Source: an optimization exercise on an open RTL-to-GDS flow (aim: small area, a short achievable clock period and few clock cycles per item). Production flows keep margins and buffers that such runs may drop. Function not checked in this run: the RTL went through the layout flow alone. Power and IR drop assume default switching activity.

==> flow/design.v <==
module systolic_array #(
    parameter int width_p        = 8,
    parameter int array_width_p  = 8,
    parameter int array_height_p = 8
) (
    input  logic               clk_i,
    input  logic               reset_i,
    input  logic               en_i,
    input  logic               flush_i,
    input  logic               valid_i,
    input  logic [width_p-1:0] data_i,
    output logic               ready_o,
    output logic               valid_o,
    output logic [width_p-1:0] data_o,
    input  logic               yumi_i
);
    localparam int N  = 8;         
    localparam int ND = 7;         
    logic          ld_q;           
    logic          rdy_q;          
    logic [7:0]    cnt_q;          
    logic [7:0]    p_q;            
    logic          sv_q;           
    logic [6:0]    u_q;            
    logic [2:0]    ph_q;           
    logic [6:0]    k_q;            
    logic          valid_q;
    logic [ND-1:0] dv_q;           
    logic [7:0] din_q;             
    logic [7:0] din3_q;            
    logic [N-1:0] sel_q;           
    logic [ND-1:0][7:0] dd_q;      
    logic [ND-1:0][2:0] dt_q;      
    logic [N-1:0][N-1:0][7:0] a_q;   
    logic [N-1:0][N-1:0][7:0] c_q;   
    logic [7:0] data_q;
    logic ready_q;
    assign ready_q = rdy_q;
    assign ready_o = reset_i & en_i & ready_q;
    assign valid_o = valid_q;
    assign data_o  = data_q;
    logic accept, first, flush_take, take, flushed, aligned, done_ok, load_out, last, clr;
    logic [2:0] ph_n;
    logic [6:0] ub;
    assign accept     = en_i & valid_i & ready_q;
    assign first      = accept & (cnt_q == 8'd0);
    assign flush_take = en_i & flush_i & ld_q;
    assign take       = en_i & yumi_i & valid_q;
    assign flushed    = ~ld_q | flush_i;
    assign ph_n       = ph_q + 3'd1;
    assign ub         = u_q + 7'(sv_q);
    logic       pick;
    logic [7:0] pick_d;
    always_comb begin
        pick   = 1'b0;
        pick_d = '0;
        if (accept & ((cnt_q[2:0] == ph_n) | first)) begin
            pick   = 1'b1;
            pick_d = data_i;
        end
        for (int s = 0; s < ND; s++) begin
            if (dv_q[s] & (dt_q[s] == ph_n)) begin
                pick   = 1'b1;
                pick_d = pick_d | dd_q[s];
            end
        end
        if (~ld_q & ~p_q[7] & (p_q[2:0] == ph_n)) pick = 1'b1;
    end
    logic pick_a, pick_b;
    assign pick_a = pick & ~p_q[7] & ~p_q[6];
    assign pick_b = pick & ~p_q[7] &  p_q[6];
    assign aligned  = (ph_q + 3'd2) == k_q[2:0];
    assign done_ok  = u_q[6] | ((u_q[5:3] == 3'd7) & (u_q[2:0] > k_q[2:0]));
    assign load_out = en_i & (~valid_q | yumi_i) & flushed & ~k_q[6] & (k_q[5:3] != 3'd0 | done_ok) &
                      aligned;
    assign last     = take & k_q[6];
    assign clr      = (ub[6:3] == 4'd0) & (ph_n >= ub[2:0]);
    always_ff @(posedge clk_i or negedge reset_i) begin
        if (!reset_i) begin
            ld_q    <= 1'b1;
            rdy_q   <= 1'b1;
            cnt_q   <= '0;
            p_q     <= '0;
            sv_q    <= 1'b0;
            u_q     <= '0;
            ph_q    <= '0;
            k_q     <= '0;
            valid_q <= 1'b0;
            dv_q    <= '0;
        end else begin
            sv_q <= pick_b;
            u_q  <= ub;
            ph_q <= first ? 3'd0 : ph_n;
            dv_q <= {dv_q[ND-2:0], accept};
            if (pick) p_q <= p_q + 8'd1;
            if (accept) cnt_q <= cnt_q + 8'd1;
            if (flush_take) begin
                ld_q  <= 1'b0;
                rdy_q <= 1'b0;
            end
            if (accept & (cnt_q[6:0] == 7'd127)) rdy_q <= 1'b0;
            if (load_out) begin
                k_q     <= k_q + 7'd1;
                valid_q <= 1'b1;
            end else if (take) begin
                valid_q <= 1'b0;
            end
            if (last) begin
                ld_q  <= 1'b1;
                rdy_q <= 1'b1;
                cnt_q <= '0;
                p_q   <= '0;
                u_q   <= '0;
                k_q   <= '0;
            end
        end
    end
    logic [2:0] sel_n;
    assign sel_n = ph_n - p_q[5:3];
    always_ff @(posedge clk_i) begin
        din_q  <= pick_b ? pick_d : 8'd0;
        din3_q <= pick_b ? pick_d + {pick_d[6:0], 1'b0} : 8'd0;
        for (int n = 0; n < N; n++) sel_q[n] <= (sel_n == 3'(n));
        dd_q   <= {dd_q[ND-2:0], data_i};
        dt_q   <= {dt_q[ND-2:0], cnt_q[2:0]};
    end
    always_ff @(posedge clk_i) begin
        for (int i = 0; i < N; i++) begin
            a_q[i][0] <= (pick_a & (p_q[5:3] == 3'(i))) ? pick_d : a_q[i][N-1];
            for (int n = 1; n < N; n++) a_q[i][n] <= a_q[i][n-1];
        end
    end
    logic [N-1:0][7:0] a_rd;
    always_comb begin
        for (int i = 0; i < N; i++) begin
            a_rd[i] = '0;
            for (int n = 0; n < N; n++) a_rd[i] = a_rd[i] | ({8{sel_q[n]}} & a_q[i][n]);
        end
    end
    logic [N-1:0][7:0] mac;
    for (genvar i = 0; i < N; i++) begin : g_mac
        sa_mac u_mac (.a(a_rd[i]), .d(din_q), .d3(din3_q), .c(c_q[i][N-1]), .y(mac[i]));
    end
    always_ff @(posedge clk_i) begin
        for (int i = 0; i < N; i++) begin
            c_q[i][0] <= mac[i];
            for (int n = 1; n < N-1; n++) c_q[i][n] <= c_q[i][n-1];
            c_q[i][N-1] <= clr ? 8'd0 : c_q[i][N-2];
        end
    end
    always_ff @(posedge clk_i) begin
        if (load_out) data_q <= c_q[k_q[5:3]][5];
    end
endmodule
module sa_mac (
    input  logic [7:0] a,
    input  logic [7:0] d,
    input  logic [7:0] d3,
    input  logic [7:0] c,
    output logic [7:0] y
);
    logic [3:0] s1, s2, s3;
    logic t1, t2, t3, t4, t5, t6, t7, t8, t9, t10, t11, t12, t13, t14, t15, t16, t17, t18, t19, t20, t21, t22, t23, t24, t25, t26, t27, t28, t29, t30, t31, t32, t33, t34, t35, t36, t37, t38, t39, t40, t41;
    logic [7:0] x0, x1;
    for (genvar m = 0; m < 4; m++) begin : g_dig
        assign s1[m] = ~a[2*m+1] &  a[2*m];
        assign s2[m] =  a[2*m+1] & ~a[2*m];
        assign s3[m] =  a[2*m+1] &  a[2*m];
    end
    assign t1 = (s1[0] & d[0]) | (s3[0] & d3[0]);
    assign t2 = (s1[0] & d[1]) | (s2[0] & d[0]) | (s3[0] & d3[1]);
    assign t3 = (s1[0] & d[2]) | (s2[0] & d[1]) | (s3[0] & d3[2]);
    assign t4 = (s1[0] & d[3]) | (s2[0] & d[2]) | (s3[0] & d3[3]);
    assign t5 = (s1[0] & d[4]) | (s2[0] & d[3]) | (s3[0] & d3[4]);
    assign t6 = (s1[0] & d[5]) | (s2[0] & d[4]) | (s3[0] & d3[5]);
    assign t7 = (s1[0] & d[6]) | (s2[0] & d[5]) | (s3[0] & d3[6]);
    assign t8 = (s1[0] & d[7]) | (s2[0] & d[6]) | (s3[0] & d3[7]);
    assign t9 = (s1[1] & d[0]) | (s3[1] & d3[0]);
    assign t10 = (s1[1] & d[1]) | (s2[1] & d[0]) | (s3[1] & d3[1]);
    assign t11 = (s1[1] & d[2]) | (s2[1] & d[1]) | (s3[1] & d3[2]);
    assign t12 = (s1[1] & d[3]) | (s2[1] & d[2]) | (s3[1] & d3[3]);
    assign t13 = (s1[1] & d[4]) | (s2[1] & d[3]) | (s3[1] & d3[4]);
    assign t14 = (s1[1] & d[5]) | (s2[1] & d[4]) | (s3[1] & d3[5]);
    assign t15 = (s1[2] & d[0]) | (s3[2] & d3[0]);
    assign t16 = (s1[2] & d[1]) | (s2[2] & d[0]) | (s3[2] & d3[1]);
    assign t17 = (s1[2] & d[2]) | (s2[2] & d[1]) | (s3[2] & d3[2]);
    assign t18 = (s1[2] & d[3]) | (s2[2] & d[2]) | (s3[2] & d3[3]);
    assign t19 = (s1[3] & d[0]) | (s3[3] & d3[0]);
    assign t20 = (s1[3] & d[1]) | (s2[3] & d[0]) | (s3[3] & d3[1]);
    assign t21 = t7 ^ t13;
    assign t22 = t7 & t13;
    assign t23 = t8 ^ t14 ^ t18;
    assign t24 = t5 ^ t11;
    assign t25 = t5 & t11;
    assign t26 = t6 ^ t12 ^ t16;
    assign t27 = (t6 & t12) | (t6 & t16) | (t12 & t16);
    assign t28 = t21 ^ t17 ^ t19;
    assign t29 = (t21 & t17) | (t21 & t19) | (t17 & t19);
    assign t30 = t23 ^ t20 ^ c[7];
    assign t31 = t3 ^ t9;
    assign t32 = t3 & t9;
    assign t33 = t4 ^ t10 ^ c[3];
    assign t34 = (t4 & t10) | (t4 & c[3]) | (t10 & c[3]);
    assign t35 = t24 ^ t15 ^ c[4];
    assign t36 = (t24 & t15) | (t24 & c[4]) | (t15 & c[4]);
    assign t37 = t26 ^ c[5] ^ t25;
    assign t38 = (t26 & c[5]) | (t26 & t25) | (c[5] & t25);
    assign t39 = t28 ^ c[6] ^ t27;
    assign t40 = (t28 & c[6]) | (t28 & t27) | (c[6] & t27);
    assign t41 = t30 ^ t22 ^ t29;
    assign x0 = {t41, t39, t37, t35, t33, t31, t2, t1};
    assign x1 = {t40, t38, t36, t34, t32, c[2], c[1], c[0]};
    logic [3:0] cy;
    assign y[0] = x0[0] ^ x1[0];
    assign cy[0] = x0[0] & x1[0];
    for (genvar b = 1; b < 4; b++) begin : g_rc
        assign y[b] = x0[b] ^ x1[b] ^ cy[b-1];
        assign cy[b] = (x0[b] & x1[b]) | (x0[b] & cy[b-1]) | (x1[b] & cy[b-1]);
    end
    assign y[7:4] = x0[7:4] + x1[7:4] + {3'd0, cy[3]};
endmodule
==> flow/flow/run.sh <==
#!/bin/bash
# The standard layout, with a tighter setup target for the repair steps and faster port buffers.
set -euo pipefail
bash standard.sh SETUP_SLACK_MARGIN=5.6 "BUFFER_PORTS_ARGS=-buffer_cell sky130_fd_sc_hd__buf_2" finish > make_finish.log 2>&1
==> flow/standard.sh <==
#!/bin/bash
# synth_recipe.tcl (not shown) runs the flow's synth.tcl, then flattens the netlist and writes it again
# the make line also repeats each setting of config.mk as NAME=value (left out here)
make -C /OpenROAD-flow-scripts/flow DESIGN_CONFIG=/design/flow/config.mk WORK_HOME=/design/flow/orfs CLKGATE_MAP_FILE= SYNTH_SCRIPT=/design/flow/synth_recipe.tcl "${@:-finish}"
==> flow/config.mk <==
export PLATFORM = sky130hd
export DESIGN_NAME = systolic_array
export DESIGN_NICKNAME = systolic_array
export VERILOG_FILES = /design/flow/design.v
export SDC_FILE = /design/flow/constraint.sdc
export NUM_CORES = 4
export LEC_CHECK = 0
export CAP_MARGIN = 20
export CORE_MARGIN = 2
export CORE_UTILIZATION = 65
export CTS_BUF_LIST = sky130_fd_sc_hd__clkbuf_16
export CTS_CLUSTER_DIAMETER = 100
export CTS_CLUSTER_SIZE = 30
export SETUP_SLACK_MARGIN = 5
export SLEW_MARGIN = 20
==> flow/constraint.sdc <==
create_clock -name core_clock -period 10.0 [get_ports {clk_i}]
set_input_delay 2.0000 -clock core_clock [delete_from_list [all_inputs] [get_ports {clk_i}]]
set_output_delay 2.0000 -clock core_clock [all_outputs]
set_load 0.01 [all_outputs]
==> out/summary.txt <==
Outcome = no timing/DRC/antenna violations
Power Dens Cells = 175 mW/mm^2
Final Hold Viols = 0
Synth warnings = 1
Syn_nets = 3044
Met1 usage = 41.1%
Share of cells above drive strength 1 = 12.7%
Core ar. = 0.0564 sq mm
Via density = 5.77
Initial core utilization = 65.7%
Starting DRT DRC Count = 1506
Design area = 0.0403 sq mm
Global-route wire length before repair = 124000 um
Hold slack = 0.318 ns
TritonCTS buffer count = 45
Clock transition at the registers of the reported paths = 0.11 ns
Wirelength, routed = 82100 um
Total GRT Usage = 27.4%
Ys async rst share = 3.74%
Clock Path Buffers = 3
Worst skew pair latency = 0.65 ns
Ys flop type = dfxtp_1
Row count = 87
Slowest CP cell = and3_4
M3 GR Usage = 3.83%
Hpwl dp = 50400 um
Final TNS setup = 0 ns
Final setup vio count = 0
Placer Congestion = 0.844
Wire per inst = 22.3 um
Mean Syn Cell Area = 12.9 sq um
Crit path cell chain = buf_12 -> and3_4 -> buf_6
Fmax = 228 MHz
Worst setup EP type = primary output
Post-place setup slack = 4.79 ns
DRC viols = 0
Fin crit period = 4.39 ns
Clock network power share = 30.9%
Internal Pwr Total = 5600 uW
Post-synthesis cell area = 0.0370 sq mm
Sink Count = 1176
Drt pass-1 iters = 7
Switch share = 20.4%
Comb power frac = 1.8%
Post-placement cell area = 0.0377 sq mm
Max-cap viol count = 0
Die area = 0.0589 sq mm
Post-Place Cells = 3537
EDFF count, synth = 8
Fin crit share = 43.9%
Crit path kind = in -> out
Slew @ Worst Pin = 1.11 ns
Sequential power share = 67.4%
Largest net degree at the start of global routing = 65
Synth-to-layout area growth = 8.77%
Post-synthesis cell type count = 63
NetSw = 1440 uW
Width of the die = 243 um
Peak supply drop = 0.154 mV
Sequential fraction of the synthesis area = 64.4%
Setup ws final = 5.61 ns
Commonest non-fill, non-tap cell in the layout = dfxtp_1
I/O pin cnt = 24
Most frequent cells in the layout = dfxtp_1 (1114), a22oi_1 (273), inv_1 (128)
Synth Instances = 2872
Via count = 21248
Overflow after GRT = 0
Fin Clk Skew = 0.0510 ns
Final max-slew violation count = 0
Worst min-delay path class = reg -> reg
Root Buffer = clkbuf_16
Post-layout nets = 3087
RSZ-0062 raised after global routing = true
CP max FO = 8
Slew Limit Headroom = 25.6%
Antenna violations before repair = 1
Delay of the slowest cell on the worst path = 0.17 ns
CTS Hold Buffers Added = 0
Critical Path RT = 8.00 ns
PortBufs = 23
Final Non-Filler Cells = 3682
#FFs+latches synth = 1176
Worst setup SP type = input port
Die extent in y = 243 um
Static Leakage = 0.0159 uW
Grt met2 use = 41.5%
Routed Antenna Nets = 0
Arr. time, crit path = 2.39 ns
Busiest grt layer = met2
H-Tree Depth = 2
CTS tree = done
Vias in the first global route = 21245
[critical path: cells and delay by family]
| kind | cells | cell delay (ns) |
|---|---|---|
| buffers and inverters | 2 | 0.22 |
| and+or+nand+nor | 1 | 0.17 |
[repair_timing]
item	in CTS	in global routing
setup buffers	30	47
pin swaps	10	18
gates resized for setup	59	69
cloned	4	6
setup endpoints to repair	27	10
[area by class of cell]
type / instances / area, sq um
antenna: 2 / 5.00
clock buffer: 45 / 1130
clock inverter: 11 / 71.3
fill: 4008 / 16100
inverter: 124 / 465
multi-input combinational: 1433 / 12400
sequential: 1176 / 23900
tap: 756 / 946
timing repair buffer: 135 / 1380
[metrics by stage]
step	power (uW)	util, %
floorplan	4930	-
global placement	4970	66.9
detailed placement	4970	66.9
CTS	7070	70.1
global route	7250	71.4
finish	7040	71.4
[power by group through the flow]
stage | sequential, uW | clock [uW] | combinational [uW]
after floorplan | 4840 | 0 | 89.3
after global placement | 4850 | 0 | 118
after detailed placement | 4850 | 0 | 123
after CTS | 4740 | 2210 | 124
after global routing | 4750 | 2360 | 141
final | 4740 | 2170 | 124
[Yosys cell counts, types with 8 or more instances]
cell | number | area, sq um
a222oi_1 | 8 | 80.1
nor3_1 | 9 | 45.0
clkbuf_1 | 73 | 274
mux4_2 | 16 | 360
nand2_1 | 110 | 413
fa_1 | 90 | 1800
mux2i_1 | 111 | 1110
mux2_2 | 83 | 935
xor2_1 | 34 | 298
and4_1 | 16 | 140
buf_2 | 46 | 230
a21oi_1 | 64 | 320
nand4_1 | 61 | 382
xnor2_1 | 87 | 762
nand3_1 | 20 | 100
inv_1 | 122 | 458
a21o_1 | 14 | 105
nor2b_1 | 96 | 601
and2_1 | 27 | 169
nand4_2 | 8 | 100
a22oi_1 | 290 | 2180
dfrtp_1 | 42 | 1050
dfxtp_1 | 1124 | 22500
edfxtp_1 | 8 | 240
ha_1 | 68 | 851
buf_1 | 19 | 71.3
o21ai_0 | 79 | 395
nor2_1 | 66 | 248
[cells by family after synthesis]
kind of cell             Yosys count  share of synthesized area [%]
AND/OR/NAND/NOR                  450                           6.78
buffers and inverters            264                           2.86
flip-flops                      1176                           64.4
XOR/XNOR                         126                           3.13
adder cells (fa/ha/maj)          158                           7.16
multiplexers                     217                           6.71
AO/OA/AOI/OAI                    481                           8.97
[routing by layer]
| metal | share of wire [%] | up-vias |
|---|---|---|
| met4 | 2.8 | 0 |
| met1 | 48 | 10588 |
| met5 | 0 | - |
| li1 | - | 9929 |
| met2 | 44 | 611 |
| met3 | 5.6 | 120 |
[final timing paths]
| kind | to | slack (ns) | cells after the start | from |
|---|---|---|---|---|
| setup / recovery | ready_o | 5.61 | 3 | en_i |
| hold / removal | c_q[167]$_DFF_P_ | 0.32 | 0 | c_q[159]$_DFF_P_ |
| setup reg to reg | c_q[455]$_DFF_P_ | 5.75 | 17 | sel_q[2]$_DFF_P_ |
| hold reg to reg | c_q[167]$_DFF_P_ | 0.32 | 0 | c_q[159]$_DFF_P_ |
| max in group asynchronous | rdy_q$_DFFE_PN1P_ | 8.48 | 2 | reset_i |
| min in group asynchronous | ph_q[0]$_DFF_PN0_ | 1.15 | 1 | reset_i |
[registers in the layout, indices dropped and copies added, names as in the netlist]
register and flops:
a_q 512, data_q 8, dd_q 56, rdy_q 1, cnt_q 8, u_q 7, k_q 7, p_q 8
sel_q 8, c_q 512, valid_q 1, dv_q 7, ph_q 3, din_q 8, din3_q 7, dt_q 21
ld_q 1, sv_q 1

[static timing again, ports no longer ideal]
The results above use ideal ports. As a check the final layout listed here was re-extracted and re-timed, cells and wires unchanged. Step 1: set_driving_cell puts a clkbuf_16 on clk_i and a buf_2 on each other input, an assumption about the parent block. Step 2 adds t to the input delays and takes it off the output delays; t is the mean of the earliest and latest rising clock arrival at the registers after step 1. Input paths then give back, and output paths get back, about the clock's delay inside the block. Slacks: no drivers / after step 1 / after step 2; pairs: no drivers / after step 1.
t, ns: 0.686
setup slack, ns: 5.607 / 5.432 / 5.252
clock arrival spread, ns: 0.051 / 0.051
After both steps this run still meets setup and hold. For this run, drivers alone change the setup slack by -0.175 ns; drivers and shift together by -0.355 ns.
